What follows belongs to an exercise in optimizing a design on an open flow for small area, a short achievable clock period and few clock cycles; a production flow would make more cautious choices.
Only simulation tests tie the RTL to the original design; equivalence was not proved.
Power and IR drop assume default switching activity.

<file path="design/flow/config.mk">
export PLATFORM = sky130hd
export DESIGN_NAME = ansi_text_display_width_meter
export DESIGN_NICKNAME = ansi_text_display_width_meter
export VERILOG_FILES = /design/flow/design.v
export SDC_FILE = /design/flow/constraint.sdc
export NUM_CORES = 4
export LEC_CHECK = 0
export CAP_MARGIN = 20
export CORE_MARGIN = 2
export CORE_UTILIZATION = 40
export SLEW_MARGIN = 20
</file>
<file path="design/flow/standard.sh">
#!/bin/bash
# synth_recipe.tcl (not shown) runs the flow's synth.tcl, then flattens the netlist and writes it again
# the make line also repeats each setting of config.mk as NAME=value (left out here)
make -C /OpenROAD-flow-scripts/flow DESIGN_CONFIG=/design/flow/config.mk WORK_HOME=/design/flow/orfs CLKGATE_MAP_FILE= SYNTH_SCRIPT=/design/flow/synth_recipe.tcl "${@:-finish}"
</file>
<file path="design/flow/design.v">
package atdw_pkg;
    localparam logic [7:0] CH_LF     = 8'h0A;
    localparam logic [7:0] CH_ESC    = 8'h1B;
    localparam logic [7:0] CH_LBRACK = 8'h5B;
    localparam logic [7:0] CH_SEMI   = 8'h3B;
    localparam logic [7:0] CH_ZERO   = 8'h30;
    localparam logic [7:0] CH_NINE   = 8'h39;
    localparam logic [7:0] CH_M      = 8'h6D;
    localparam logic [1:0] PH_IDLE  = 2'd0;
    localparam logic [1:0] PH_ESC   = 2'd1;
    localparam logic [1:0] PH_PARAM = 2'd2;
    function automatic logic [15:0] sat_inc(input logic [15:0] a);
        sat_inc = (&a) ? a : (a + 16'd1);
    endfunction
endpackage
module atdw_step (
    input  logic [7:0] text_byte,
    output logic       is_lf,
    output logic       is_esc,
    output logic       is_lbrack,
    output logic       is_m,
    output logic       is_param
);
    assign is_lf     = (text_byte == atdw_pkg::CH_LF);
    assign is_esc    = (text_byte == atdw_pkg::CH_ESC);
    assign is_lbrack = (text_byte == atdw_pkg::CH_LBRACK);
    assign is_m      = (text_byte == atdw_pkg::CH_M);
    assign is_param  = ((text_byte >= atdw_pkg::CH_ZERO) && (text_byte <= atdw_pkg::CH_NINE)) ||
                       (text_byte == atdw_pkg::CH_SEMI);
endmodule
module ansi_text_display_width_meter (
    input  logic        clk,
    input  logic        rst_n,
    input  logic        in_valid,
    output logic        in_stall,
    input  logic [7:0]  text_byte,
    input  logic        is_last,
    output logic        out_valid,
    input  logic        out_stall,
    output logic [15:0] total_bytes,
    output logic [15:0] total_display,
    output logic [15:0] line_count,
    output logic [15:0] max_line_bytes,
    output logic [15:0] max_line_display
);
    logic        out_valid_reg;
    logic        dirty;          
    logic [1:0]  phase;
    logic        line_empty;     
    logic [15:0] bt;             
    logic [15:0] dt;             
    logic [15:0] dt_save;        
    logic [15:0] lc;             
    logic [15:0] wb;             
    logic [15:0] gb;             
    logic [15:0] wd;             
    logic [15:0] gd;             
    logic [15:0] wd_save;        
    logic [15:0] gd_save;        
    logic in_lf, in_esc, in_lbrack, in_m, in_param;
    logic b_valid, b_last, is_lf, is_esc, is_lbrack, is_m, is_param;
    logic take, clr, close, stay, gb_zero, gd_zero;
    logic inc_bt, inc_dt, inc_lc, inc_wb, dec_gb, inc_wd, dec_gd;
    atdw_step u_cls (
        .text_byte (text_byte),
        .is_lf     (in_lf),
        .is_esc    (in_esc),
        .is_lbrack (in_lbrack),
        .is_m      (in_m),
        .is_param  (in_param)
    );
    assign in_stall = out_valid_reg;
    always_ff @(posedge clk or negedge rst_n)
    begin
        if (!rst_n)
            b_valid <= 1'b0;
        else if (!out_valid_reg)
            b_valid <= in_valid;
    end
    always_ff @(posedge clk)
    begin
        if (!out_valid_reg)
        begin
            b_last    <= is_last;
            is_lf     <= in_lf;
            is_esc    <= in_esc;
            is_lbrack <= in_lbrack;
            is_m      <= in_m;
            is_param  <= in_param;
        end
    end
    assign take = b_valid && !out_valid_reg;
    assign clr  = (out_valid_reg && !out_stall) || dirty;
    always_ff @(posedge clk or negedge rst_n)
    begin
        if (!rst_n)
        begin
            out_valid_reg <= 1'b0;
            dirty         <= 1'b1;
        end
        else
        begin
            out_valid_reg <= (take && b_last) || (out_valid_reg && out_stall);
            dirty         <= 1'b0;
        end
    end
    assign close   = (phase == atdw_pkg::PH_PARAM) && is_m;
    assign stay    = ((phase == atdw_pkg::PH_ESC) && is_lbrack) || ((phase == atdw_pkg::PH_PARAM) && is_param);
    assign gb_zero = (gb == 16'd0);
    assign gd_zero = (gd == 16'd0);
    assign inc_bt = take && !(&bt);
    assign inc_dt = take && !(&dt);
    assign inc_lc = take && !is_lf && line_empty && !(&lc);
    assign inc_wb = take && !is_lf && gb_zero && !(&wb);
    assign dec_gb = take && !is_lf && !gb_zero;
    assign inc_wd = take && !is_lf && gd_zero && !(&wd);
    assign dec_gd = take && !is_lf && !gd_zero;
    always_ff @(posedge clk)
    begin
        if (clr)
        begin
            phase      <= atdw_pkg::PH_IDLE;
            line_empty <= 1'b1;
        end
        else if (take)
        begin
            phase      <= is_esc ? atdw_pkg::PH_ESC : (stay ? atdw_pkg::PH_PARAM : atdw_pkg::PH_IDLE);
            line_empty <= is_lf;
        end
    end
    always_ff @(posedge clk)
    begin
        if (take && is_esc)
        begin
            dt_save <= dt;
            wd_save <= wd;
            gd_save <= gd;
        end
    end
    always_ff @(posedge clk)
    begin
        bt <= clr ? 16'd0 : bt + {15'd0, inc_bt};
        dt <= clr ? 16'd0 : (take && close) ? dt_save : dt + {15'd0, inc_dt};
        lc <= clr ? 16'd0 : lc + {15'd0, inc_lc};
        wb <= clr ? 16'd0 : wb + {15'd0, inc_wb};
        gb <= clr ? 16'd0 : (take && is_lf) ? wb : gb - {15'd0, dec_gb};
        wd <= clr ? 16'd0 : (take && close) ? wd_save : wd + {15'd0, inc_wd};
        gd <= clr ? 16'd0 : (take && close) ? gd_save : (take && is_lf) ? wd : gd - {15'd0, dec_gd};
    end
    assign out_valid        = out_valid_reg;
    assign total_bytes      = bt;
    assign total_display    = dt;
    assign line_count       = lc;
    assign max_line_bytes   = wb;
    assign max_line_display = wd;
endmodule
</file>
<file path="design/flow/constraint.sdc">
create_clock -name core_clock -period 9.0 [get_ports {clk}]
set_input_delay 1.8000 -clock core_clock [delete_from_list [all_inputs] [get_ports {clk}]]
set_output_delay 1.8000 -clock core_clock [all_outputs]
set_load 0.01 [all_outputs]
</file>
<file path="design/flow/flow/run.sh">
#!/bin/bash
set -o pipefail
bash standard.sh 'BUFFER_PORTS_ARGS=-buffer_cell sky130_fd_sc_hd__buf_1' 'SETUP_SLACK_MARGIN=6.2' 'CTS_ARGS=-sink_clustering_enable -repair_clock_nets -buf_list sky130_fd_sc_hd__clkbuf_8 -root_buf sky130_fd_sc_hd__clkbuf_16 -sink_clustering_size 30 -dont_use_dummy_load' 'TNS_END_PERCENT=5' finish > standard.log 2>&1
</file>
==> flow_summary_export.csv, run 1 <==
group,metric,value,unit
finish,drive_gt1_share,10.4,%
yosys,yosys.area_share.simple,22.4,%
pwr,power_density,252,mW/mm^2
detailed_routing,drtPass1Iterations,5,
hold_path,holdPathStages,2,
yosys,synth-main-ff-cell,"dfxtp_1",
finish,final_util,46.2,%
sta,fin_ws,6.15,ns
pwr,switching_power,738,uW
setup_path,required,7.20,ns
pwr,p_leak,2.86,nW
setup_path,ff2ff_setup_slack,6.26,ns
setup_path,cp_max_fo,5,
sta,finalSetupTns,0,ns
sta,grt_setup_unrepaired,"true",
yosys,yosysSeqAreaShare,52.8,%
cts,cts_max_level,4,
finish,final_cell_mix,"94 x buf_1, 93 x dfxtp_1, 73 x nor2_1",
yosys,syn_nets,805,
setup_path,worstSetupStartpointType,"flop",
cts,holdBufCountCts,0,
setup_path,slowest_delay,0.48,ns
global_routing,grt_pass1_wl,27500,um
global_routing,grt_usage,17.3,%
finish,final_common_cell,"buf_1",
yosys,yosys.cell_types.count,50,
detailed_routing,drtIter0Drc,296,
sta,fmax,351,MHz
sta,slew_viol_final,0,
yosys,synth_area_per_cell,9.75,sq um
die,pin_count,95,
sta,finalSetupViolations,0,
global_routing,grt_pass1_vias,5505,
hold_path,holdPathEnd,"gd[7]$_SDFF_PP0_",
pwr,intPower,1.43,mW
setup_path,path_cells,"buf_1",
die,coreArea,0.0186,sq mm
die,die_area,0.0201,sq mm
sta,hold_violations,0,
sta,fin_crit_sh,31.7,%
finish,antenna_cells,0,
finish,nNetsFinal,897,
detailed_routing,drtAntennaViolNets,0,
yosys,synth.ff_latch_count,172,
sta,fin_worst_skew,0.0212,ns
cts,path_clk_slew,0.08,ns
yosys,synthMuxAreaShare,0.281,%
yosys,syn_inst,777,
yosys,synth_xor_area_share,8.79,%
die,dieHeight,142,um
cts,clk-insertion-delay-late,0.39,ns
yosys,yosys.area_share.adder,2.48,%
detailed_routing,routed_wl,17100,um
hold_path,hp-class,"flop to flop",
yosys,yosysWarningCount,1,
setup_path,crit_buf_inv,1,
pwr,power_frac_seq,48.7,%
setup_path,reg2reg_to,"wb[13]$_SDFF_PP0_",
yosys,syn-cell-area,0.00757,sq mm
detailed_routing,num_vias,5914,
cts,cts_buffers,17,
detailed_routing,via_per_inst,5.37,
yosys,synth_top_family_by_area,"simple AND/OR/NAND/NOR gates",
setup_path,arrival,1.05,ns
setup_path,critPathSlowestCell,"dfxtp_1",
setup_path,crit_type,"flop to output port",
sta,finalCriticalPeriod,2.85,ns
status,status,"timing/DRC/antenna clean",
run,cap_violations,0,
sta,tightest_slew,0.907,ns
pwr,combPwrFrac,31.8,%
placement,place_ws,5.67,ns
cts,cts_tree,"built",
setup_path,cp_top_family,"flip-flops",
yosys,async_reset_ff_share,1.74,%
pwr,swShare,34.0,%
pwr,vdd_drop_max,0.0000984,V
cts,cts-root-buf,"clkbuf_16",
placement,dpl.hpwl,11000,um
cts,cts.path.max_buffers,2,
hold_path,worstHoldStart,"gd_save[7]$_DFFE_PP_",
placement,globalplace.congestion,0.786,
global_routing,grt_antenna_before_repair,0,
yosys,synth_edf_count,54,
die,initial_core_util,40.6,%
sta,relSlewSlack,39.5,%
detailed_routing,drc,0,
setup_path,r2r_cells,10,
pwr,pwr-share-clk,19.5,%
die,placementRows,50,
global_routing,grt.overflow.total,0,
die,die_width,142,um
finish,syn2layout_area_growth,13.8,%
placement,numPortBuffers,94,
yosys,synth-compound-area-share,10.6,%
cts,cts_sinks,172,
global_routing,grt_max_degree,77,
setup_path,crit_path_end_kind,"output port",
detailed_routing,wl_per_cell,15.5,um
setup_path,r2r_start,"gb[14]$_SDFF_PP0_",
[cell type report]
class / count / area, sq um
Clock buffer: 17 / 245
Fill cell: 1793 / 10000
Inverter: 13 / 50.0
Multi-Input combinational cell: 555 / 3520
Sequential cell: 172 / 4030
Tap cell: 234 / 293
Timing Repair Buffer: 110 / 479
[metal layers]
layer	up-vias	GRT usage [%]	share of wire, %
met5	-	0	0
met3	17	4.02	3.3
met1	2805	23.3	49
met2	94	27.5	47
met4	0	5.63	1.4
li1	2998	-	-
[Yosys cell counts (5+ instances only)]
cell	n	area share, %
buf_1	7	0.35
nor2_1	75	3.7
inv_1	13	0.64
o31ai_1	5	0.50
clkbuf_1	28	1.4
nor4_1	25	2.1
dfxtp_1	115	30
xor2_1	39	4.5
nor3_1	18	1.2
or3_1	20	1.7
nand2b_1	7	0.58
o21ai_0	48	3.2
edfxtp_1	54	21
ha_1	15	2.5
and3_1	14	1.2
and2_1	12	0.99
nand2_1	46	2.3
xnor2_1	37	4.3
a21oi_1	46	3.0
and4_1	9	1.0
or4_1	8	0.79
a211oi_1	21	2.1
nor2b_1	5	0.41
nand4_1	30	2.5
nand3_1	40	2.6
[worst register-to-register path, delay by kind of cell (launching register included)]
family          cells  cell delay, ns
simple gates        7            1.90
flops               1            0.33
fa+ha+maj           1            0.21
buf+inv             1            0.12
compound gates      1            0.12
[power by group through the flow]
stage,sequential (mW),combinational [mW],clock [mW]
4_1_cts,1.05,0.658,0.438
3_5_place_dp,1.06,0.606,0
5_1_grt,1.07,0.777,0.463
6_report,1.06,0.690,0.422
3_3_place_gp,1.06,0.604,0
2_1_floorplan,1.03,0.483,0
[repair_timing]
item                                    4_1_cts  5_1_grt
buffers inserted                              2        9
endpoints found under the setup margin       61       75
pin swaps                                     1       11
gates resized for setup                      16       37
[through the flow]
stage | instance area [sq um] | hold slack [ns] | power (mW) | instances
3_3_place_gp | 8120 | 0.461 | 1.66 | 1073
4_1_cts | 8450 | 0.461 | 2.15 | 1092
3_5_place_dp | 8120 | 0.446 | 1.67 | 1073
2_1_floorplan | 7570 | 0.422 | 1.51 | 777
5_1_grt | 8620 | 0.467 | 2.31 | 1101
6_report | 8620 | 0.469 | 2.17 | 1101
[cells by family (layout without fill, tap and decap cells)]
logic type	count (synthesis)	count (layout)
adders and majority gates	15	15
and+or+nand+nor	323	323
other	1	1
DFF	172	172
AOI/OAI and AO/OA	138	138
buffers and inverters	50	140
muxes	2	2
xor gates and xnor gates	76	76
[worst max-delay path by stage]
| stage | cells after the start | slack, ns | startpoint | to |
|---|---|---|---|---|
| 3_5_place_dp | 6 | 5.67 | out_stall | gd[6]$_SDFF_PP0_ |
| 5_1_grt | 1 | 6.11 | wd[13]$_SDFF_PP0_ | max_line_display[13] |
| 6_report | 1 | 6.15 | wd[0]$_SDFF_PP0_ | max_line_display[0] |
| 4_1_cts | 1 | 6.06 | wd[6]$_SDFF_PP0_ | max_line_display[6] |
| 2_1_floorplan | 5 | 6.14 | out_stall | wb[10]$_SDFF_PP0_ |
| 3_3_place_gp | 6 | 5.67 | out_stall | gd[6]$_SDFF_PP0_ |
Testbench counts, summed over its fixed seeds: cycles 154,188.
==> run 2: changes to the inputs <==
==> design/flow/flow/run.sh (replaced) <==
#!/bin/bash
set -o pipefail
bash standard.sh 'BUFFER_PORTS_ARGS=-buffer_cell sky130_fd_sc_hd__buf_1' 'SETUP_SLACK_MARGIN=6.3' 'CTS_ARGS=-sink_clustering_enable -repair_clock_nets -buf_list sky130_fd_sc_hd__clkbuf_8 -root_buf sky130_fd_sc_hd__clkbuf_16 -sink_clustering_size 30 -dont_use_dummy_load' 'SETUP_MOVE_SEQUENCE=unbuffer,sizeup,swap' finish > standard.log 2>&1
==> run 2 against run 1 <==
Still clean. Sequential power barely moved. Register-to-register slack barely moved. Count of clock-buffer cells in the layout did not move. Clock skew rose by 0.014 ns. Critical path type unchanged. Largest cell class unchanged.
==> flow_summary_export.csv, run 2 <==
group,metric,value,unit
status,status,"timing/DRC/antenna clean",
cts,cts_max_level,4,
setup_path,critPathSlowestCell,"dfrtp_2",
setup_path,crit_type,"flop to output port",
yosys,synthTopCellsByCount,"115 x dfxtp_1, 75 x nor2_1, 54 x edfxtp_1",
setup_path,cp_top_family,"flip-flops",
detailed_routing,drc,0,
sta,relSlewSlack,38.7,%
sta,slew_viol_final,0,
pwr,vdd_drop_max,0.000124,V
sta,finalSetupTns,0,ns
detailed_routing,drtAntennaViolNets,0,
cts,cts_sinks,172,
yosys,yosysMostFrequentCell,"dfxtp_1",
finish,final_util,50.3,%
yosys,yosysWarningCount,1,
cts,cts_buffers,17,
finish,antenna_cells,0,
cts,clk-insertion-delay-late,0.39,ns
detailed_routing,wl_per_cell,16.1,um
yosys,synth_area_leaders,"dfxtp_1 30%, edfxtp_1 21%, xor2_1 4.5%, xnor2_1 4.3%, nor2_1 3.7%",
cts,path_clk_slew,0.07,ns
detailed_routing,routed_wl,17500,um
die,initial_core_util,40.6,%
die,dieHeight,142,um
yosys,synth_edf_count,54,
cts,cts_tree,"built",
yosys,yosysSeqAreaShare,52.8,%
yosys,async_reset_ff_share,1.74,%
detailed_routing,drtPass1Iterations,4,
finish,stdcell_area,0.00939,sq mm
global_routing,grt.overflow.total,0,
yosys,syn_nets,805,
sta,fin_ws,6.22,ns
global_routing,grt_max_degree,66,
cts,cts.path.max_buffers,2,
setup_path,required,7.20,ns
yosys,synth-main-ff-cell,"dfxtp_1",
yosys,yosys.area.top_type,"dfxtp_1",
finish,syn2layout_area_growth,23.9,%
setup_path,crit_path_end_kind,"output port",
finish,layout.cells.non_filler,1089,
sta,fin_crit_sh,30.9,%
placement,numPortBuffers,94,
die,die_width,142,um
finish,nFillCells,1706,
setup_path,slowest_delay,0.47,ns
pwr,power_density,229,mW/mm^2
setup_path,cp_max_fo,10,
global_routing,grt_antenna_before_repair,0,
sta,tightest_slew,0.919,ns
sta,grt_setup_unrepaired,"true",
finish,drive_gt1_share,26.9,%
setup_path,path_cells,"clkbuf_2",
detailed_routing,num_vias,5949,
detailed_routing,via_per_inst,5.46,
global_routing,grt_usage,18.0,%
setup_path,worstSetupStartpointType,"flop",
die,coreArea,0.0186,sq mm
placement,placedCellCount,1072,
cts,holdBufCountCts,0,
setup_path,crit_buf_inv,1,
cts,cts-root-buf,"clkbuf_16",
placement,dpl.hpwl,11300,um
global_routing,grt_pass1_vias,5601,
yosys,synth_area_per_cell,9.75,sq um
hold_path,hp-class,"flop to flop",
cts,cts_setup_buffers,0,
placement,placed_cell_area,0.00812,sq mm
yosys,syn-cell-area,0.00757,sq mm
finish,final_cell_mix,"75 x buf_6, 72 x nor2_1, 60 x dfxtp_4",
global_routing,grt_pass1_wl,28800,um
sta,fin_worst_skew,0.0347,ns
placement,place_ws,5.28,ns
setup_path,ff2ff_setup_slack,6.27,ns
sta,finalCriticalPeriod,2.78,ns
detailed_routing,drtIter0Drc,319,
finish,final_common_cell,"buf_6",
yosys,netlist.area_leader.share,30.4,%
placement,globalplace.congestion,0.768,
yosys,yosys.cell_types.count,50,
die,placementRows,50,
yosys,syn_inst,777,
sta,hold_violations,0,
run,cap_violations,0,
setup_path,arrival,0.98,ns
die,die_area,0.0201,sq mm
sta,finalSetupViolations,0,
die,pin_count,95,
sta,fmax,360,MHz
finish,nNetsFinal,885,
yosys,synth.ff_latch_count,172,
pwr,p_leak,3.28,nW
[run 2: final timing paths]
kind | start | to | cells after the start
max | out_valid_reg$_DFF_PN0_ | in_stall | 1
min | gd[0]$_SDFF_PP0_ | gd_save[0]$_DFFE_PP_ | 0
max reg2reg | gb[4]$_SDFF_PP0_ | wb[12]$_SDFF_PP0_ | 10
min reg2reg | gd[0]$_SDFF_PP0_ | gd_save[0]$_DFFE_PP_ | 0
max in group asynchronous | rst_n | dirty$_DFF_PN1_ | 1
min in group asynchronous | rst_n | out_valid_reg$_DFF_PN0_ | 1
[run 2: logic make-up (layout without fill, tap and decap cells)]
kind of cell	Yosys count	in the layout	synth area share [%]
compound gates	138	138	10.6
flops	172	172	52.8
other cells	1	1	0.0495
buf+inv	50	128	2.54
xor+xnor	76	76	8.79
fa+ha+maj	15	15	2.48
simple gates	323	323	22.4
mux	2	2	0.281
[run 2: per-layer routing]
metal  wire (um)  track usage (%)  vias up
met2        8390             28.8      117
met5           0                0        -
met3         672             4.32       12
met4         142             4.53        0
met1        8330             24.8     2844
li1            -                -     2976
[run 2: cell type report]
| class | count | area, sq um | area share (%) |
|---|---|---|---|
| sequential | 172 | 4260 | 45.3 |
| multi-input combinational | 555 | 3570 | 38.1 |
| timing repair buffer | 98 | 966 | 10.3 |
| tap | 234 | 293 | 3.12 |
| clock buffer | 17 | 245 | 2.61 |
| inverter | 13 | 53.8 | 0.573 |
[run 2: timing repair]
item	4_1_cts	5_1_grt
setup endpoints to repair	144	96
pin swaps	10	14
gates resized for setup	289	60
[run 2: metrics by stage]
stage / total power, mW / hold slack, ns
6_report: 2.15 / 0.467
5_1_grt: 2.29 / 0.494
4_1_cts: 2.15 / 0.458
3_5_place_dp: 1.68 / 0.446
3_3_place_gp: 1.67 / 0.448
2_1_floorplan: 1.52 / 0.422
[run 2: report_power, final]
| group | internal (mW) | leakage (nW) | switching (mW) |
|---|---|---|---|
| Combinational | 0.307 | 1.61 | 0.376 |
| Clock | 0.179 | 0.127 | 0.238 |
| Sequential | 0.932 | 1.54 | 0.116 |
| Total | 1.42 | 3.28 | 0.730 |
==> run 3: changes to the inputs <==
==> design/flow/flow/run.sh (replaced) <==
#!/bin/bash
set -o pipefail
bash standard.sh 'BUFFER_PORTS_ARGS=-buffer_cell sky130_fd_sc_hd__buf_1' 'SETUP_SLACK_MARGIN=6.2' 'CTS_ARGS=-sink_clustering_enable -repair_clock_nets -buf_list sky130_fd_sc_hd__clkbuf_8 -root_buf sky130_fd_sc_hd__clkbuf_16 -sink_clustering_size 30 -dont_use_dummy_load' 'CORE_UTILIZATION=30' finish > standard.log 2>&1
==> run 3 against run 2 <==
Still clean. Maximum frequency barely moved. First-iteration DRC count is 50% higher. Cell area shrank 4.7%. Sequential share of layout area increased by 1.0 points. Sequential power about the same. Combinational power rose by 5.6%. Clock skew is 0.0085 ns higher. Critical path type unchanged.
==> flow_summary_export.csv, run 3 <==
group,metric,value,unit
detailed_routing,via_per_inst,5.03,
global_routing,grt_pass1_wl,29800,um
setup_path,crit_buf_inv,1,
yosys,synth_area_leaders,"dfxtp_1 30%, edfxtp_1 21%, xor2_1 4.5%, xnor2_1 4.3%, nor2_1 3.7%",
setup_path,crit_path_end_kind,"output port",
die,dieHeight,163,um
sta,hold_violations,0,
yosys,netlist.area_leader.share,30.4,%
yosys,async_reset_ff_share,1.74,%
sta,fin_crit_sh,30.9,%
setup_path,slowest_delay,0.44,ns
yosys,synthTopCellsByCount,"115 x dfxtp_1, 75 x nor2_1, 54 x edfxtp_1",
die,pin_count,95,
sta,finalCriticalPeriod,2.78,ns
detailed_routing,drc,0,
finish,drive_gt1_share,18.9,%
run,cap_violations,0,
finish,syn2layout_area_growth,18.2,%
yosys,yosys.cell_types.count,50,
detailed_routing,num_vias,6062,
yosys,syn_nets,805,
status,status,"timing/DRC/antenna clean",
die,coreArea,0.0250,sq mm
sta,grt_setup_unrepaired,"true",
placement,globalplace.congestion,0.767,
setup_path,arrival,0.98,ns
sta,fin_worst_skew,0.0432,ns
finish,stdcell_area,0.00895,sq mm
pwr,p_leak,3.04,nW
setup_path,cp_top_family,"flip-flops",
cts,cts-root-buf,"clkbuf_16",
cts,clk-insertion-delay-late,0.39,ns
sta,tightest_slew,0.680,ns
sta,relSlewSlack,54.7,%
detailed_routing,drtIter0Drc,478,
yosys,synth_area_per_cell,9.75,sq um
hold_path,hp-class,"flop to flop",
yosys,yosysMostFrequentCell,"dfxtp_1",
sta,slew_viol_final,0,
detailed_routing,wl_per_cell,15.5,um
setup_path,required,7.20,ns
cts,cts_buffers,17,
finish,nNetsFinal,904,
sta,fmax,360,MHz
finish,antenna_cells,0,
pwr,vdd_drop_max,0.0000867,V
die,placementRows,58,
global_routing,grt_usage,14.1,%
pwr,power_density,246,mW/mm^2
detailed_routing,drtPass1Iterations,4,
detailed_routing,routed_wl,18700,um
cts,cts.path.max_buffers,2,
setup_path,cp_max_fo,6,
global_routing,grt_pass1_vias,5613,
yosys,yosysWarningCount,1,
cts,cts_tree,"built",
global_routing,grt_max_degree,66,
cts,path_clk_slew,0.07,ns
cts,cts_sinks,172,
die,initial_core_util,30.3,%
cts,cts_max_level,4,
yosys,yosysSeqAreaShare,52.8,%
yosys,synth.ff_latch_count,172,
cts,holdBufCountCts,0,
placement,numPortBuffers,94,
yosys,yosys.area.top_type,"dfxtp_1",
finish,final_cell_mix,"73 x nor2_1, 64 x buf_1, 54 x edfxtp_1",
sta,finalSetupViolations,0,
finish,final_common_cell,"nor2_1",
yosys,syn_inst,777,
sta,finalSetupTns,0,ns
setup_path,crit_type,"flop to output port",
detailed_routing,drtAntennaViolNets,0,
yosys,syn-cell-area,0.00757,sq mm
yosys,synth-main-ff-cell,"dfxtp_1",
placement,placed_cell_area,0.00825,sq mm
setup_path,critPathSlowestCell,"dfxtp_1",
die,die_width,163,um
setup_path,path_cells,"buf_1",
global_routing,grt.overflow.total,0,
global_routing,grt_antenna_before_repair,0,
die,die_area,0.0265,sq mm
placement,dpl.hpwl,12000,um
setup_path,worstSetupStartpointType,"flop",
yosys,synth_edf_count,54,
[run 3: changes by cell type in the layout (fill, tap and decap cells not counted), moves of 4 or more]
| cell | delta |
|---|---|
| buf_1 | +53 |
| buf_4 | +17 |
| buf_6 | -74 |
| clkbuf_2 | +19 |
| dfxtp_1 | +21 |
| dfxtp_2 | +12 |
| dfxtp_4 | -33 |
| nor4_1 | +4 |
| nor4_2 | -5 |
[run 3: what timing repair did]
| item | in CTS | in global routing |
|---|---|---|
| pin swaps | 3 | 6 |
| endpoints found under the setup margin | 97 | 69 |
| resized for setup | 72 | 78 |
| cloned | 1 | 0 |
| setup buffers | 5 | 10 |
[run 3: layer usage]
layer  vias to the layer above  GRT usage, %  share of wire, %
met5                         -             0                 0
met4                         0          4.06               1.2
met3                        18          3.39               3.7
met2                       113          22.7                46
met1                      2912          18.9                49
li1                       3019             -                 -
[run 3: per-stage QoR]
step | worst slack (ns) | util, % | power [mW] | instances | hold WS [ns]
4_1_cts | 6.12 | 34.8 | 2.17 | 1194 | 0.481
5_1_grt | 6.13 | 35.8 | 2.36 | 1204 | 0.503
6_report | 6.22 | 35.8 | 2.20 | 1204 | 0.471
3_3_place_gp | 5.45 | 33.1 | 1.67 | 1171 | 0.445
3_5_place_dp | 5.44 | 33.1 | 1.68 | 1171 | 0.450
2_1_floorplan | 6.22 | - | 1.52 | 777 | 0.422
[run 3: cell families after synthesis]
family          synth area share (%)
mux                            0.281
compound gates                  10.6
flops                           52.8
buf+inv                         2.54
other cells                   0.0495
fa+ha+maj                       2.48
xor+xnor                        8.79
simple gates                    22.4
[run 3: report_power, final]
part	switching (mW)	total (mW)	internal, mW
sequential	0.117	1.05	0.936
clock	0.247	0.427	0.179
combinational	0.389	0.721	0.333
total	0.753	2.20	1.45
[run 3: path summary, 6_finish.rpt]
path / from / end / slack (ns) / cells after the start
worst max-delay path: wb[12]$_SDFF_PP0_ / max_line_bytes[12] / 6.22 / 1
worst min-delay path: gd_save[5]$_DFFE_PP_ / gd[5]$_SDFF_PP0_ / 0.47 / 2
worst max register to register: gb[3]$_SDFF_PP0_ / wb[12]$_SDFF_PP0_ / 6.25 / 10
worst min register to register: gd_save[5]$_DFFE_PP_ / gd[5]$_SDFF_PP0_ / 0.47 / 2
max in group asynchronous: rst_n / dirty$_DFF_PN1_ / 7.54 / 1
min in group asynchronous: rst_n / b_valid$_DFFE_PN0N_ / 1.23 / 1
[run 3: cell type report]
type | count | area [sq um]
well taps | 330 | 413
clock buffers | 17 | 245
flip-flops and latches | 172 | 4150
inverters | 13 | 48.8
multi-input cells | 556 | 3520
repair buffers | 116 | 579
fillers | 2560 | 16000
==> run 4: changes to the inputs <==
==> design/flow/flow/run.sh (replaced) <==
#!/bin/bash
set -o pipefail
bash standard.sh 'BUFFER_PORTS_ARGS=-buffer_cell sky130_fd_sc_hd__buf_1' 'SETUP_SLACK_MARGIN=6.2' 'CTS_ARGS=-sink_clustering_enable -repair_clock_nets -buf_list sky130_fd_sc_hd__clkbuf_8 -root_buf sky130_fd_sc_hd__clkbuf_16 -sink_clustering_size 30 -dont_use_dummy_load' 'CORE_UTILIZATION=55' 'PLACE_DENSITY=0.7' finish > standard.log 2>&1
==> run 4 against run 3 <==
Synthesized cell count stayed put. Clock skew is 0.022 ns lower. Global-route usage is 9.6 points higher. Sequential share of layout area is 0.69 points higher. Area after synthesis stayed put. Non-clock buffer count is 1 higher. Highest routed layer unchanged. Critical path depth stayed put. Count of clock-buffer cells in the layout stayed put. Flip-flop and latch count stayed put. Utilization is 29 points higher. Largest power group unchanged.
==> flow_summary_export.csv, run 4 <==
group,metric,value,unit
cts,path_clk_slew,0.07,ns
cts,cts_buffers,17,
finish,syn2layout_area_growth,15.1,%
cts,cts_tree,"built",
detailed_routing,drtAntennaViolNets,0,
cts,holdBufCountCts,0,
sta,worst_hold_slack,0.474,ns
die,initial_core_util,56.7,%
finish,antenna_cells,0,
sta,fmax,361,MHz
sta,slew_viol_final,0,
setup_path,worstSetupStartpointType,"flop",
yosys,netlist.area_leader.share,30.4,%
sta,finalSetupTns,0,ns
die,placementRows,42,
sta,fin_worst_skew,0.0213,ns
global_routing,grt_pass1_vias,5812,
die,die_width,121,um
sta,relSlewSlack,54.7,%
finish,final_common_cell,"buf_1",
die,pin_count,95,
detailed_routing,num_vias,6246,
detailed_routing,routed_wl,17700,um
finish,final_util,65.3,%
cts,cts_sinks,172,
sta,finalSetupViolations,0,
cts,cts-root-buf,"clkbuf_16",
sta,grt_setup_unrepaired,"true",
placement,globalplace.congestion,0.872,
yosys,synth_area_leaders,"dfxtp_1 30%, edfxtp_1 21%, xor2_1 4.5%, xnor2_1 4.3%, nor2_1 3.7%",
yosys,yosysMostFrequentCell,"dfxtp_1",
setup_path,critPathSlowestCell,"dfxtp_2",
yosys,syn_nets,805,
yosys,yosys.area.top_type,"dfxtp_1",
setup_path,slowest_delay,0.42,ns
sta,finalCriticalPeriod,2.77,ns
setup_path,crit_type,"flop to output port",
cts,clk-insertion-delay-late,0.38,ns
sta,hold_violations,0,
global_routing,grt_max_degree,66,
detailed_routing,drtIter0Drc,399,
placement,numPortBuffers,94,
yosys,synth_edf_count,54,
cts,cts.path.max_buffers,2,
yosys,synthTopCellsByCount,"115 x dfxtp_1, 75 x nor2_1, 54 x edfxtp_1",
die,coreArea,0.0133,sq mm
yosys,synth.ff_latch_count,172,
cts,cts_max_level,4,
sta,fin_crit_sh,30.8,%
placement,placed_cell_area,0.00805,sq mm
finish,final_cell_mix,"87 x buf_1, 72 x nor2_1, 58 x dfxtp_1",
hold_path,hp-class,"flop to flop",
yosys,yosysSeqAreaShare,52.8,%
setup_path,arrival,0.97,ns
global_routing,grt_usage,23.8,%
pwr,p_leak,2.96,nW
run,cap_violations,0,
detailed_routing,via_per_inst,5.94,
setup_path,crit_buf_inv,1,
detailed_routing,drtPass1Iterations,5,
yosys,synth_area_per_cell,9.75,sq um
setup_path,path_cells,"buf_1",
yosys,synth-main-ff-cell,"dfxtp_1",
global_routing,grt_antenna_before_repair,0,
setup_path,required,7.20,ns
setup_path,cp_max_fo,7,
status,status,"timing/DRC/antenna clean",
pwr,vdd_drop_max,0.000134,V
detailed_routing,wl_per_cell,16.8,um
yosys,async_reset_ff_share,1.74,%
finish,stdcell_area,0.00872,sq mm
placement,dpl.hpwl,11200,um
die,die_area,0.0147,sq mm
sta,tightest_slew,0.679,ns
global_routing,grt_pass1_wl,27900,um
yosys,yosys.cell_types.count,50,
die,dieHeight,121,um
setup_path,cp_top_family,"flip-flops",
yosys,syn_inst,777,
setup_path,crit_path_end_kind,"output port",
finish,nNetsFinal,905,
yosys,yosysWarningCount,1,
yosys,syn-cell-area,0.00757,sq mm
pwr,power_density,253,mW/mm^2
finish,drive_gt1_share,16.5,%
global_routing,grt.overflow.total,0,
detailed_routing,drc,0,
## run 4: cell types whose count changed in the layout (fill, tap and decap cells not counted), moves of 3 or more
cell      before  now
dfxtp_1       53   58
buf_2          9    2
clkbuf_2      21    6
or3_1         17   14
dfxtp_4       27   11
dfxtp_2       35   46
or3_4          3    6
buf_1         64   87
## run 4: logic make-up after synthesis
family | count (synthesis) | share of synthesized area, %
other | 1 | 0.0495
flip-flops | 172 | 52.8
AO/OA/AOI/OAI | 138 | 10.6
AND/OR/NAND/NOR | 323 | 22.4
multiplexers | 2 | 0.281
adder cells (fa/ha/maj) | 15 | 2.48
XOR/XNOR | 76 | 8.79
buffers and inverters | 50 | 2.54
## run 4: cell type report
class | instances | area [sq um]
Sequential cell | 172 | 4100
Fill cell | 1136 | 4630
Multi-Input combinational cell | 556 | 3560
Tap cell | 176 | 220
Timing Repair Buffer | 117 | 548
Inverter | 13 | 48.8
Clock buffer | 17 | 245
## run 4: stage by stage
stage / total power [mW] / std cells / setup WS, ns
CTS: 2.14 / 1035 / 6.10
detailed placement: 1.67 / 1015 / 5.34
global route: 2.34 / 1051 / 6.11
floorplan: 1.52 / 777 / 6.22
finish: 2.20 / 1051 / 6.23
global placement: 1.64 / 1015 / 5.41
## run 4: worst paths after layout
path / from / endpoint / slack, ns / cells after the start
worst max register to register: gb[8]$_SDFF_PP0_ / wb[13]$_SDFF_PP0_ / 6.24 / 10
worst max-delay path: wd[11]$_SDFF_PP0_ / max_line_display[11] / 6.23 / 1
max in group asynchronous: rst_n / dirty$_DFF_PN1_ / 7.55 / 1
worst min-delay path: gd_save[7]$_DFFE_PP_ / gd[7]$_SDFF_PP0_ / 0.47 / 2
worst min register to register: gd_save[7]$_DFFE_PP_ / gd[7]$_SDFF_PP0_ / 0.47 / 2
min in group asynchronous: rst_n / out_valid_reg$_DFF_PN0_ / 1.22 / 1
## run 4: routing by layer
metal | global-route usage, % | vias to the layer above | routed length, um
li1 | - | 3017 | -
met1 | 31.5 | 3019 | 7970
met2 | 39.2 | 182 | 8590
met3 | 4.51 | 28 | 815
met4 | 7.90 | 0 | 289
met5 | 0 | - | 0
## run 4: repair_timing
item,CTS,global route
resized for setup,57,56
pin swaps,3,14
cloned,0,1
setup buffers,3,15
endpoints found under the setup margin,85,51
## run 4: power breakdown
part	switching [mW]	leakage [nW]	internal (mW)
clock network	0.235	0.127	0.179
registers	0.113	1.51	0.942
logic	0.398	1.32	0.336
total	0.745	2.96	1.46
==> run 5: changes to the inputs <==
==> design/flow/flow/run.sh (replaced) <==
#!/bin/bash
set -o pipefail
bash standard.sh 'BUFFER_PORTS_ARGS=-buffer_cell sky130_fd_sc_hd__buf_1' 'SETUP_SLACK_MARGIN=6.25' 'CTS_ARGS=-sink_clustering_enable -repair_clock_nets -buf_list sky130_fd_sc_hd__clkbuf_8 -root_buf sky130_fd_sc_hd__clkbuf_16 -sink_clustering_size 30 -dont_use_dummy_load' finish > standard.log 2>&1
==> run 5 against run 4 <==
Total power hardly changed. Utilization is 16 points lower. Largest cell class unchanged. Highest routed layer unchanged. Sequential share of layout area is 1.2 points lower. Synthesized cell count stayed put. Register-to-register slack better by 0.04 ns.
==> flow_summary_export.csv, run 5 <==
group,metric,value,unit
yosys,async_reset_ff_share,1.74,%
yosys,synthTopCellsByCount,"115 x dfxtp_1, 75 x nor2_1, 54 x edfxtp_1",
hold_path,holdPathEnd,"wd_save[13]$_DFFE_PP_",
setup_path,required,7.20,ns
setup_path,r2r_cells,10,
detailed_routing,drtIter0Drc,301,
finish,final_common_cell,"nor2_1",
sta,finalSetupViolations,0,
global_routing,grt_max_degree,77,
placement,numPortBuffers,94,
global_routing,grt_usage,17.7,%
global_routing,grt_pass1_vias,5524,
placement,globalplace.congestion,0.798,
run,cap_violations,0,
setup_path,r2r_start,"gb[8]$_SDFF_PP0_",
placement,placed_cell_area,0.00812,sq mm
global_routing,grt.overflow.total,0,
setup_path,crit_type,"flop to output port",
sta,fin_worst_skew,0.0308,ns
yosys,synth_edf_count,54,
detailed_routing,drtAntennaViolNets,0,
finish,nFillCells,1755,
sta,fin_crit_sh,30.5,%
detailed_routing,wl_per_cell,15.7,um
yosys,yosysSeqAreaShare,52.8,%
die,initial_core_util,40.6,%
yosys,synth_area_leaders,"dfxtp_1 30%, edfxtp_1 21%, xor2_1 4.5%, xnor2_1 4.3%, nor2_1 3.7%",
cts,clk-insertion-delay-late,0.39,ns
placement,dpl.hpwl,11100,um
pwr,power_density,240,mW/mm^2
yosys,syn_nets,805,
detailed_routing,drc,0,
finish,final_util,49.1,%
cts,path_clk_slew,0.09,ns
finish,antenna_cells,0,
die,pin_count,95,
finish,final_cell_mix,"72 x nor2_1, 54 x edfxtp_1, 48 x o21ai_0",
setup_path,ff2ff_setup_slack,6.28,ns
finish,stdcell_area,0.00916,sq mm
die,die_area,0.0201,sq mm
sta,slew_viol_final,0,
setup_path,arrival,0.94,ns
cts,cts_tree,"built",
cts,cts.path.max_buffers,2,
hold_path,worstHoldStart,"wd[13]$_SDFF_PP0_",
setup_path,cp_top_family,"flip-flops",
die,die_width,142,um
status,status,"timing/DRC/antenna clean",
setup_path,critPathSlowestCell,"dfrtp_2",
yosys,synth.ff_latch_count,172,
finish,syn2layout_area_growth,21.0,%
setup_path,crit_path_end_kind,"output port",
hold_path,hp-class,"flop to flop",
finish,drive_gt1_share,28.0,%
cts,cts-root-buf,"clkbuf_16",
finish,multi_input_area,0.00355,sq mm
yosys,syn_inst,777,
sta,finalCriticalPeriod,2.74,ns
global_routing,grt_antenna_before_repair,0,
die,coreArea,0.0186,sq mm
sta,hold_violations,0,
detailed_routing,num_vias,6110,
yosys,yosysWarningCount,1,
setup_path,worstSetupStartpointType,"flop",
pwr,p_leak,3.34,nW
die,dieHeight,142,um
hold_path,holdPathStages,0,
yosys,netlist.area_leader.share,30.4,%
detailed_routing,via_per_inst,5.40,
cts,cts_max_level,4,
pwr,vdd_drop_max,0.000102,V
yosys,yosys.area.top_type,"dfxtp_1",
setup_path,reg2reg_to,"wb[14]$_SDFF_PP0_",
sta,finalSetupTns,0,ns
sta,grt_setup_unrepaired,"true",
sta,tightest_slew,0.891,ns
yosys,syn-cell-area,0.00757,sq mm
setup_path,cp.depth,1,
setup_path,slowest_delay,0.44,ns
setup_path,crit_buf_inv,1,
sta,fmax,365,MHz
setup_path,cp_max_fo,5,
cts,cts_buffers,17,
die,placementRows,50,
finish,nNetsFinal,927,
yosys,yosys.cell_types.count,50,
finish,regArea,0.00420,sq mm
yosys,yosysMostFrequentCell,"dfxtp_1",
yosys,synth-main-ff-cell,"dfxtp_1",
yosys,synth_area_per_cell,9.75,sq um
sta,relSlewSlack,40.6,%
detailed_routing,routed_wl,17700,um
setup_path,path_cells,"buf_6",
global_routing,grt_pass1_wl,28400,um
cts,cts_sinks,172,
detailed_routing,drtPass1Iterations,7,
## run 5: power by group
| group | leakage [nW] | switching [mW] | internal, mW | total, mW |
|---|---|---|---|---|
| Clock | 0.127 | 0.245 | 0.179 | 0.423 |
| Combinational | 1.68 | 0.387 | 0.343 | 0.729 |
| Sequential | 1.53 | 0.113 | 0.937 | 1.05 |
## run 5: metrics by stage
stage / std cells / power (mW) / hold slack (ns) / worst slack [ns]
floorplan: 777 / 1.52 / 0.422 / 6.26
global placement: 1073 / 1.67 / 0.449 / 5.65
detailed placement: 1073 / 1.68 / 0.447 / 5.65
CTS: 1099 / 2.17 / 0.481 / 6.19
global route: 1131 / 2.36 / 0.474 / 6.17
finish: 1131 / 2.20 / 0.466 / 6.26
## run 5: worst max path at each step
| stage | start | to | slack (ns) |
|---|---|---|---|
| final | out_valid_reg$_DFF_PN0_ | in_stall | 6.26 |
| after global routing | gb[8]$_SDFF_PP0_ | wb[14]$_SDFF_PP0_ | 6.17 |
| after CTS | gb[11]$_SDFF_PP0_ | wb[12]$_SDFF_PP0_ | 6.19 |
| after detailed placement | out_stall | gd[6]$_SDFF_PP0_ | 5.65 |
| after global placement | out_stall | gd[6]$_SDFF_PP0_ | 5.65 |
| after floorplan | gb[7]$_SDFF_PP0_ | wb[12]$_SDFF_PP0_ | 6.26 |
## run 5: layer usage
layer	GRT usage (%)	share of wire, %
met5	0	0
met4	5.05	1.4
met3	4.25	3.8
met2	28.1	47
met1	24.3	48
## run 5: kinds of logic (layout without fill, tap and decap cells)
family                     count (synthesis)  in the layout  synth area share (%)
and+or+nand+nor                          323            323                  22.4
DFF                                      172            172                  52.8
AOI/OAI and AO/OA                        138            138                  10.6
xor gates and xnor gates                  76             76                  8.79
buffers and inverters                     50            170                  2.54
adders and majority gates                 15             15                  2.48
muxes                                      2              2                 0.281
other                                      1              1                0.0495
## run 5: repair_timing
| item | 4_1_cts | 5_1_grt |
|---|---|---|
| endpoints found under the setup margin | 95 | 84 |
| resized for setup | 135 | 95 |
| buffers inserted | 9 | 32 |
| pin swaps | 2 | 10 |
| hold buffers | 0 | 0 |
## run 5: area by class of cell
class	instances	area share (%)
Clock buffer	17	2.68
Inverter	13	0.546
Multi-Input combinational cell	555	38.8
Sequential cell	172	45.8
Tap cell	234	3.20
Timing Repair Buffer	140	9.01
==> run 6: changes to the inputs <==
==> design/flow/run.sh (new file) <==
#!/bin/bash
# synth_recipe.tcl (not shown) runs the flow's synth.tcl, then flattens the netlist and writes it again
# the make line also repeats each setting of config.mk as NAME=value (left out here)
make -C /OpenROAD-flow-scripts/flow DESIGN_CONFIG=/design/flow/config.mk WORK_HOME=/design/flow/orfs CLKGATE_MAP_FILE= SYNTH_SCRIPT=/design/flow/synth_recipe.tcl finish
removed: design/flow/flow/run.sh
removed: design/flow/standard.sh
==> run 6 against run 5 <==
Register-to-register slack got worse by 0.41 ns. Maximum frequency fell by 19%. Total power rose by 7.2%. Critical path depth did not move. Worst setup slack got worse by 0.64 ns. Synthesized cell count did not move. Highest routed layer unchanged. Combinational power fell by 12%. First-iteration DRC count rose by 34%.
==> flow_summary_export.csv, run 6 <==
group,metric,value,unit
status,status,"timing/DRC/antenna clean",
yosys,synth_edf_count,54,
sta,finalSetupViolations,0,
yosys,yosys.area_share.adder,2.48,%
yosys,async_reset_ff_share,1.74,%
setup_path,worstSetupStartpointType,"flop",
pwr,power,2.36,mW
detailed_routing,drtPass1Iterations,5,
sta,finalSetupTns,0,ns
cts,cts_sinks,172,
sta,relSlewSlack,42.9,%
placement,dpl.hpwl,11300,um
yosys,synth-compound-area-share,10.6,%
sta,fin_crit_sh,37.6,%
cts,cts_setup_buffers,0,
global_routing,grt_pass1_wl,28000,um
setup_path,critPathSlowestCell,"clkdlybuf4s50_1",
die,die_width,142,um
yosys,synth_xor_area_share,8.79,%
finish,antenna_cells,0,
cts,cts_buffers,17,
sta,fmax,295,MHz
yosys,yosysMostFrequentCell,"dfxtp_1",
run,cap_violations,0,
yosys,yosysWarningCount,1,
finish,nNetsFinal,885,
detailed_routing,routed_wl,17300,um
global_routing,grt_usage,17.5,%
finish,final_common_cell,"dfxtp_1",
yosys,synth_top_family_by_area,"simple AND/OR/NAND/NOR gates",
cts,holdBufCountCts,0,
detailed_routing,num_vias,5900,
yosys,synthMuxAreaShare,0.281,%
detailed_routing,via_per_inst,5.34,
detailed_routing,wl_per_cell,15.6,um
sta,tightest_slew,0.850,ns
cts,cts-root-buf,"clkbuf_16",
yosys,syn_inst,777,
cts,cts_tree,"built",
finish,final_util,49.6,%
yosys,yosysSeqAreaShare,52.8,%
yosys,syn_nets,805,
setup_path,cp_top_family,"buffers and inverters",
setup_path,required,7.20,ns
yosys,synth.ff_latch_count,172,
global_routing,grt_pass1_vias,5459,
cts,cts_max_level,4,
yosys,netlist.area_leader.share,30.4,%
setup_path,cp_max_fo,9,
pwr,vdd_drop_max,0.000155,V
yosys,yosys.area_share.simple,22.4,%
global_routing,grt.overflow.total,0,
detailed_routing,drc,0,
yosys,yosys.cell_types.count,50,
setup_path,slowest_delay,0.61,ns
setup_path,crit_buf_inv,1,
placement,numPortBuffers,94,
die,coreArea,0.0186,sq mm
cts,path_clk_slew,0.07,ns
pwr,p_leak,3.12,nW
setup_path,crit_path_end_kind,"output port",
yosys,synth-main-ff-cell,"dfxtp_1",
yosys,yosys.area.top_type,"dfxtp_1",
die,initial_core_util,40.6,%
setup_path,arrival,1.59,ns
setup_path,crit_type,"flop to output port",
detailed_routing,drtAntennaViolNets,0,
die,die_area,0.0201,sq mm
yosys,syn-cell-area,0.00757,sq mm
yosys,synth_area_leaders,"dfxtp_1 30%, edfxtp_1 21%, xor2_1 4.5%, xnor2_1 4.3%, nor2_1 3.7%",
hold_path,hp-class,"flop to flop",
setup_path,path_cells,"clkdlybuf4s50_1",
die,placementRows,50,
finish,syn2layout_area_growth,22.1,%
placement,placed_cell_area,0.00870,sq mm
placement,globalplace.congestion,0.806,
setup_path,ff2ff_setup_slack,5.87,ns
cts,clk-insertion-delay-late,0.43,ns
finish,final_cell_mix,"115 x dfxtp_1, 94 x clkdlybuf4s50_1, 73 x nor2_1",
yosys,synth_area_per_cell,9.75,sq um
pwr,power_density,255,mW/mm^2
sta,hold_violations,0,
cts,cts_resized,0,
cts,cts.path.max_buffers,2,
yosys,synthTopCellsByCount,"115 x dfxtp_1, 75 x nor2_1, 54 x edfxtp_1",
detailed_routing,drtIter0Drc,404,
finish,drive_gt1_share,5.17,%
global_routing,grt_max_degree,77,
sta,grt_setup_unrepaired,"false",
die,dieHeight,142,um
finish,stdcell_area,0.00925,sq mm
sta,fin_worst_skew,0.00884,ns
global_routing,grt_antenna_before_repair,0,
sta,slew_viol_final,0,
sta,finalCriticalPeriod,3.39,ns
finish,nFillCells,1767,
die,pin_count,95,
## run 6: cells by family (layout without fill, tap and decap cells)
| family | after synthesis | in the layout |
|---|---|---|
| adder cells (fa/ha/maj) | 15 | 15 |
| AO/OA/AOI/OAI | 138 | 138 |
| buffers and inverters | 50 | 143 |
| other | 1 | 1 |
| AND/OR/NAND/NOR | 323 | 323 |
| multiplexers | 2 | 2 |
| XOR/XNOR | 76 | 76 |
| flip-flops | 172 | 172 |
## run 6: stage by stage
step | hold slack, ns | worst slack [ns] | instances
after CTS | 0.463 | 5.58 | 1104
final | 0.456 | 5.61 | 1104
after global routing | 0.477 | 5.57 | 1104
after detailed placement | 0.454 | 5.25 | 1072
after floorplan | 0.422 | 6.14 | 777
after global placement | 0.445 | 5.30 | 1072
## run 6: worst paths after layout
path,depth (start not counted),to,startpoint
max,1,max_line_display[2],wd[2]$_SDFF_PP0_
max reg2reg,10,wd[14]$_SDFF_PP0_,gd[7]$_SDFF_PP0_
min reg2reg,0,gd_save[0]$_DFFE_PP_,gd[0]$_SDFF_PP0_
min in group asynchronous,1,out_valid_reg$_DFF_PN0_,rst_n
min,0,gd_save[0]$_DFFE_PP_,gd[0]$_SDFF_PP0_
max in group asynchronous,1,dirty$_DFF_PN1_,rst_n
## run 6: metal layers
layer | vias up | share of wire [%] | track usage (%)
met3 | 16 | 3.2 | 3.31
li1 | 2991 | - | -
met5 | - | 0 | 0
met1 | 2787 | 49 | 24.0
met4 | 0 | 1.4 | 5.79
met2 | 106 | 46 | 28.1
## run 6: where the power goes
group,total (mW),switching (mW),internal (mW)
clock network,0.674,0.300,0.374
registers,1.05,0.105,0.941
logic,0.642,0.363,0.279
## run 6: final cells by class
cell class                      count  area, sq um  share of cell area, %
Multi-Input combinational cell    555         3390                   36.7
Sequential cell                   172         4000                   43.2
Clock buffer                       22          474                   5.13
Timing Repair Buffer               98          971                   10.5
Inverter                           13         51.3                  0.555
Clock inverter                     10         66.3                  0.717
Tap cell                          234          293                   3.17
==> run 7: changes to the inputs <==
==> design/flow/flow/run.sh (new file) <==
#!/bin/bash
set -o pipefail
bash standard.sh 'BUFFER_PORTS_ARGS=-buffer_cell sky130_fd_sc_hd__buf_1' 'SETUP_SLACK_MARGIN=6.2' 'CTS_ARGS=-sink_clustering_enable -repair_clock_nets -buf_list sky130_fd_sc_hd__clkbuf_8 -root_buf sky130_fd_sc_hd__clkbuf_16 -sink_clustering_size 30 -dont_use_dummy_load' 'PLACE_DENSITY=0.5' finish > standard.log 2>&1
==> design/flow/standard.sh (new file) <==
#!/bin/bash
# synth_recipe.tcl (not shown) runs the flow's synth.tcl, then flattens the netlist and writes it again
# the make line also repeats each setting of config.mk as NAME=value (left out here)
make -C /OpenROAD-flow-scripts/flow DESIGN_CONFIG=/design/flow/config.mk WORK_HOME=/design/flow/orfs CLKGATE_MAP_FILE= SYNTH_SCRIPT=/design/flow/synth_recipe.tcl "${@:-finish}"
removed: design/flow/run.sh
==> run 7 against run 6 <==
Hold slack better by 0.0021 ns. Routed wire length is 7.7% higher. Still clean on timing, DRC and antenna. Die area stayed put. Combinational power is 13% higher. Largest power group unchanged. First-iteration DRC count is 50% lower. Global-route usage is 0.62 points higher. Maximum frequency is 22% higher. Final cell count is 0.45% higher. Clock skew is 0.016 ns higher. Utilization is 2.4 points lower.
==> flow_summary_export.csv, run 7 <==
group,metric,value,unit
yosys,syn_nets,805,
global_routing,grt.overflow.total,0,
cts,cts.path.max_buffers,2,
yosys,yosys.area_share.adder,2.48,%
finish,antenna_cells,0,
die,die_area,0.0201,sq mm
sta,fin_worst_skew,0.0252,ns
detailed_routing,drtAntennaViolNets,0,
detailed_routing,drc,0,
placement,numPortBuffers,94,
yosys,yosys.area_share.simple,22.4,%
finish,final_common_cell,"buf_1",
cts,cts_tree,"built",
yosys,synth_xor_area_share,8.79,%
global_routing,grt_usage,18.2,%
yosys,yosysMostFrequentCell,"dfxtp_1",
sta,finalCriticalPeriod,2.77,ns
yosys,synth_area_leaders,"dfxtp_1 30%, edfxtp_1 21%, xor2_1 4.5%, xnor2_1 4.3%, nor2_1 3.7%",
yosys,yosys.cell_types.count,50,
setup_path,cp.depth,1,
die,dieHeight,142,um
yosys,synth_top_family_by_area,"simple AND/OR/NAND/NOR gates",
detailed_routing,via_per_inst,5.52,
global_routing,use_met3,3.00,%
sta,slew_viol_final,0,
sta,grt_setup_unrepaired,"true",
sta,worst_hold_slack,0.458,ns
setup_path,ff2ff_setup_slack,6.30,ns
cts,holdBufCountCts,0,
sta,relSlewSlack,54.1,%
cts,cts_sinks,172,
setup_path,crit_buf_inv,1,
cts,path_clk_slew,0.09,ns
setup_path,crit_path_end_kind,"output port",
cts,cts_buffers,17,
finish,drive_gt1_share,16.9,%
finish,nFillCells,1809,
die,die_width,142,um
global_routing,grt_max_degree,66,
yosys,syn-cell-area,0.00757,sq mm
yosys,synth-compound-area-share,10.6,%
sta,finalSetupViolations,0,
global_routing,grt_util_met2,29.4,%
global_routing,grt_antenna_before_repair,0,
pwr,power_density,251,mW/mm^2
detailed_routing,wl_per_cell,16.8,um
finish,syn2layout_area_growth,16.1,%
detailed_routing,num_vias,6124,
yosys,yosys.area.top_type,"dfxtp_1",
global_routing,grt_pass1_vias,5704,
setup_path,arrival,0.97,ns
finish,nNetsFinal,905,
yosys,synth-main-ff-cell,"dfxtp_1",
yosys,synth_edf_count,54,
sta,finalSetupTns,0,ns
setup_path,required,7.20,ns
sta,tightest_slew,0.688,ns
finish,final_cell_mix,"86 x buf_1, 72 x nor2_1, 54 x edfxtp_1, 54 x dfxtp_1, 50 x dfxtp_2",
die,initial_core_util,40.6,%
setup_path,crit_type,"flop to output port",
cts,cts-root-buf,"clkbuf_16",
setup_path,cp_max_fo,6,
die,pin_count,95,
global_routing,met1_usage,24.6,%
setup_path,worstSetupStartpointType,"flop",
yosys,syn_inst,777,
setup_path,slowest_delay,0.42,ns
die,coreArea,0.0186,sq mm
yosys,netlist.area_leader.share,30.4,%
setup_path,r2r_start,"gb[14]$_SDFF_PP0_",
hold_path,worstHoldStart,"gd_save[8]$_DFFE_PP_",
sta,hold_violations,0,
setup_path,path_cells,"buf_1",
hold_path,hp-class,"flop to flop",
yosys,yosysWarningCount,1,
hold_path,holdPathEnd,"gd[8]$_SDFF_PP0_",
setup_path,reg2reg_to,"wb[14]$_SDFF_PP0_",
yosys,async_reset_ff_share,1.74,%
global_routing,grt-busiest-layer,"met2",
cts,cts_max_level,4,
detailed_routing,drtPass1Iterations,4,
setup_path,startpoint,"wb[1]$_SDFF_PP0_",
yosys,synth.ff_latch_count,172,
cts,clk-insertion-delay-late,0.38,ns
yosys,synthTopCellsByCount,"115 x dfxtp_1, 75 x nor2_1, 54 x edfxtp_1",
detailed_routing,drtIter0Drc,203,
global_routing,grt_pass1_wl,29200,um
die,placementRows,50,
setup_path,cp_top_family,"flip-flops",
yosys,synth_area_per_cell,9.75,sq um
hold_path,holdPathStages,2,
run,cap_violations,0,
placement,dpl.hpwl,12000,um
sta,fin_crit_sh,30.8,%
sta,fmax,361,MHz
status,status,"timing/DRC/antenna clean",
setup_path,r2r_cells,10,
yosys,yosysSeqAreaShare,52.8,%
yosys,synthMuxAreaShare,0.281,%
detailed_routing,routed_wl,18600,um
pwr,vdd_drop_max,0.000129,V
placement,globalplace.congestion,0.826,
setup_path,critPathSlowestCell,"dfxtp_2",
pwr,p_leak,2.96,nW
==> run 7: area by class of cell <==
class / instances / area (sq um) / area share (%)
timing repair buffer: 116 / 541 / 6.15
multi-input combinational: 557 / 3560 / 40.5
inverter: 13 / 48.8 / 0.555
clock buffer: 17 / 245 / 2.79
sequential: 172 / 4110 / 46.7
tap: 234 / 293 / 3.33
==> run 7: cells by family after synthesis <==
kind of cell / Yosys count
multiplexers: 2
flip-flops: 172
adder cells (fa/ha/maj): 15
XOR/XNOR: 76
buffers and inverters: 50
AND/OR/NAND/NOR: 323
other: 1
AO/OA/AOI/OAI: 138
==> run 7: worst max path at each step <==
stage,end
3_5_place_dp,bt[3]$_SDFF_PP0_
5_1_grt,wd[14]$_SDFF_PP0_
4_1_cts,gd[11]$_SDFF_PP0_
6_report,max_line_bytes[1]
3_3_place_gp,gb[6]$_SDFF_PP0_
2_1_floorplan,wb[12]$_SDFF_PP0_
==> run 7: worst register-to-register path, delay by kind of cell, from the launching register on <==
kind | cells | cell delay [ns]
and+or+nand+nor | 6 | 1.74
DFF | 1 | 0.33
adders and majority gates | 2 | 0.40
buffers and inverters | 1 | 0.05
AOI/OAI and AO/OA | 1 | 0.12
==> run 7: through the flow <==
stage	area [sq um]	total power, mW	setup slack (ns)	util (%)	instances
final	8790	2.21	6.23	47.2	1109
after floorplan	7580	1.52	6.22	-	777
after global routing	8790	2.35	6.14	47.2	1109
after CTS	8480	2.15	6.03	45.5	1089
after detailed placement	8120	1.68	5.48	43.5	1072
after global placement	8120	1.67	5.52	43.5	1072
==> run 7: where the power goes <==
part | internal, mW | switching [mW] | leakage, nW
Combinational | 0.330 | 0.398 | 1.31
Clock | 0.179 | 0.243 | 0.127
Sequential | 0.942 | 0.115 | 1.51
==> run 7: repair_timing <==
item                                   in CTS  in global routing
setup endpoints to repair                 116                123
gates resized for setup                    57                 60
pin swaps                                   1                 13
cloned                                      0                  2
endpoints found under the hold margin       0                  0
setup buffers                               0                 18
==> run 7: routing by layer <==
layer | vias up | part of all wire (%)
li1 | 3019 | -
met1 | 2968 | 47
met2 | 107 | 47
met3 | 30 | 2.7
met4 | 0 | 2.4
met5 | - | 0
==> run 8: changes to the inputs <==
==> design/flow/flow/run.sh (replaced) <==
#!/bin/bash
set -o pipefail
bash standard.sh 'BUFFER_PORTS_ARGS=-buffer_cell sky130_fd_sc_hd__buf_1' 'SETUP_SLACK_MARGIN=6.1' 'CTS_ARGS=-sink_clustering_enable -repair_clock_nets -buf_list sky130_fd_sc_hd__clkbuf_8 -root_buf sky130_fd_sc_hd__clkbuf_16 -sink_clustering_size 30 -dont_use_dummy_load' finish > standard.log 2>&1
==> run 8 against run 7 <==
Utilization fell by 1.4 points. Area after synthesis did not move. Total power fell by 2.4%. Routed wire length fell by 7.2%. Register-to-register slack got worse by 0.02 ns. Critical path type unchanged. Largest cell class unchanged.
==> flow_summary_export.csv, run 8 <==
group,metric,value,unit
status,status,"timing/DRC/antenna clean",
yosys,async_reset_ff_share,1.74,%
cts,clk-insertion-delay-late,0.38,ns
detailed_routing,drtPass1Iterations,6,
yosys,synthTopCellsByCount,"115 x dfxtp_1, 75 x nor2_1, 54 x edfxtp_1",
pwr,power_density,252,mW/mm^2
placement,placedCellCount,1072,
sta,tightest_slew,0.903,ns
finish,nFillCells,1845,
setup_path,crit_path_end_kind,"output port",
setup_path,crit_buf_inv,1,
die,pin_count,95,
cts,holdBufCountCts,0,
die,placementRows,50,
setup_path,path_cells,"buf_1",
die,die_area,0.0201,sq mm
global_routing,grt_pass1_wl,27700,um
yosys,yosysMostFrequentCell,"dfxtp_1",
cts,cts_sinks,172,
detailed_routing,wl_per_cell,15.8,um
setup_path,worstSetupStartpointType,"flop",
sta,relSlewSlack,39.8,%
global_routing,grt_antenna_before_repair,0,
pwr,vdd_drop_max,0.000117,V
setup_path,cp_top_family,"flip-flops",
setup_path,crit_type,"flop to output port",
placement,numPortBuffers,94,
setup_path,arrival,1.05,ns
finish,drive_gt1_share,7.90,%
global_routing,grt_pass1_vias,5391,
sta,grt_setup_unrepaired,"true",
yosys,synth.ff_latch_count,172,
cts,path_clk_slew,0.08,ns
finish,layout.cells.non_filler,1095,
global_routing,grt_max_degree,77,
yosys,syn_nets,805,
detailed_routing,routed_wl,17200,um
finish,syn2layout_area_growth,12.7,%
sta,fin_worst_skew,0.0300,ns
finish,antenna_cells,0,
cts,cts_max_level,4,
die,initial_core_util,40.6,%
die,die_width,142,um
cts,cts-root-buf,"clkbuf_16",
detailed_routing,drtIter0Drc,246,
sta,finalSetupTns,0,ns
die,dieHeight,142,um
sta,finalCriticalPeriod,2.85,ns
sta,slew_viol_final,0,
hold_path,hp-class,"flop to flop",
run,cap_violations,0,
detailed_routing,drtAntennaViolNets,0,
global_routing,grt_usage,17.3,%
sta,hold_violations,0,
setup_path,cp_max_fo,6,
yosys,synth_area_per_cell,9.75,sq um
cts,cts.path.max_buffers,2,
yosys,yosys.cell_types.count,50,
sta,fmax,351,MHz
placement,globalplace.congestion,0.769,
yosys,yosysWarningCount,1,
detailed_routing,num_vias,5962,
yosys,yosys.area.top_type,"dfxtp_1",
finish,final_common_cell,"dfxtp_1",
yosys,syn-cell-area,0.00757,sq mm
yosys,yosysSeqAreaShare,52.8,%
finish,final_cell_mix,"103 x dfxtp_1, 94 x buf_1, 72 x nor2_1",
die,coreArea,0.0186,sq mm
setup_path,critPathSlowestCell,"dfxtp_1",
yosys,synth_edf_count,54,
placement,dpl.hpwl,11100,um
yosys,netlist.area_leader.share,30.4,%
sta,finalSetupViolations,0,
setup_path,slowest_delay,0.48,ns
cts,cts_tree,"built",
sta,fin_crit_sh,31.6,%
detailed_routing,via_per_inst,5.44,
pwr,p_leak,2.82,nW
yosys,synth_area_leaders,"dfxtp_1 30%, edfxtp_1 21%, xor2_1 4.5%, xnor2_1 4.3%, nor2_1 3.7%",
detailed_routing,drc,0,
yosys,syn_inst,777,
global_routing,grt.overflow.total,0,
yosys,synth-main-ff-cell,"dfxtp_1",
finish,nNetsFinal,891,
cts,cts_buffers,17,
setup_path,required,7.20,ns
## run 8: worst paths after layout
kind,startpoint,end,slack (ns),cells after the start
setup / recovery,wb[1]$_SDFF_PP0_,max_line_bytes[1],6.15,1
hold / removal,gd[0]$_SDFF_PP0_,gd_save[0]$_DFFE_PP_,0.46,0
setup reg to reg,gb[8]$_SDFF_PP0_,wb[14]$_SDFF_PP0_,6.28,10
hold reg to reg,gd[0]$_SDFF_PP0_,gd_save[0]$_DFFE_PP_,0.46,0
max in group asynchronous,rst_n,dirty$_DFF_PN1_,7.56,1
min in group asynchronous,rst_n,out_valid_reg$_DFF_PN0_,1.22,1
## run 8: layout make-up
cell class | count | area [sq um] | share of cell area (%)
timing repair buffer | 104 | 435 | 5.10
clock buffer | 17 | 245 | 2.87
multi-input combinational | 555 | 3490 | 40.9
sequential | 172 | 4020 | 47.1
tap | 234 | 293 | 3.43
inverter | 13 | 50.0 | 0.587
## run 8: cell families after synthesis
logic type | synth area share, %
multiplexers | 0.281
adder cells (fa/ha/maj) | 2.48
buffers and inverters | 2.54
flip-flops | 52.8
AO/OA/AOI/OAI | 10.6
XOR/XNOR | 8.79
AND/OR/NAND/NOR | 22.4
other | 0.0495
## run 8: layer usage
layer	vias to the layer above	part of all wire [%]	wire length [um]	GRT usage, %
met5	-	0	0	0
met4	0	0.88	151	5.05
met3	9	3.4	595	3.95
met2	92	47	8020	27.9
met1	2881	49	8480	23.3
li1	2980	-	-	-
## run 8: stage by stage
step           area [sq um]  utilization (%)  power (mW)  setup slack, ns  hold slack (ns)
3_3_place_gp           8110             43.5        1.67             5.65            0.447
2_1_floorplan          7570                -        1.51             6.14            0.422
3_5_place_dp           8120             43.5        1.68             5.60            0.453
6_report               8530             45.8        2.15             6.15            0.464
4_1_cts                8420             45.1        2.14             6.09            0.463
5_1_grt                8530             45.8        2.30             6.04            0.478
## run 8: repair_timing
| item | 4_1_cts | 5_1_grt |
|---|---|---|
| setup endpoints to repair | 16 | 16 |
| buffers inserted | 0 | 6 |
| endpoints found under the hold margin | 0 | 0 |
| pin swaps | 1 | 8 |
| resized for setup | 17 | 19 |
## run 8: report_power, final
group / switching [mW] / total, mW / internal, mW
clock network: 0.240 / 0.419 / 0.179
registers: 0.112 / 1.05 / 0.943
logic: 0.379 / 0.680 / 0.301

## port drivers added, routing unchanged
The results above use ideal ports. As a check the final layouts listed here were re-extracted and re-timed, cells and wires unchanged. Step 1 (the two cells are an assumption about what drives the block):
set clk [get_ports {clk}]
set_driving_cell -lib_cell sky130_fd_sc_hd__clkbuf_16 $clk
set_driving_cell -lib_cell sky130_fd_sc_hd__buf_2 [delete_from_list [all_inputs] $clk]
Step 2 also shifts input and output timing later by t, the mid clock arrival at the registers, as if the neighbouring blocks saw the same clock. a / b / c = ideal ports / drivers / drivers and shift; a / b = the first two.
run | shift t [ns] | slack for setup (ns) | latest minus earliest clock arrival (ns) | worst register clock-pin slew, ns
run 1 | 0.420 | 6.149 / 6.105 / 5.902 | 0.023 / 0.023 | 0.09 / 0.09
run 2 | 0.417 | 6.220 / 6.174 / 5.865 | 0.034 / 0.035 | 0.10 / 0.10
run 3 | 0.415 | 6.220 / 6.176 / 5.948 | 0.048 / 0.049 | 0.11 / 0.11
run 4 | 0.409 | 6.230 / 6.190 / 5.843 | 0.022 / 0.022 | 0.09 / 0.09
run 5 | 0.421 | 6.257 / 6.209 / 5.996 | 0.032 / 0.032 | 0.09 / 0.09
run 6 | 0.464 | 5.612 / 5.570 / 5.285 | 0.008 / 0.009 | 0.07 / 0.07
run 7 | 0.412 | 6.230 / 6.186 / 5.870 | 0.025 / 0.026 | 0.09 / 0.09
run 8 | 0.414 | 6.153 / 6.104 / 5.889 | 0.032 / 0.032 | 0.09 / 0.09
After both steps every run listed still meets setup and hold. The setup slack of run 4, which loses most, moves by -0.040 ns with the drivers and by -0.387 ns with both steps.
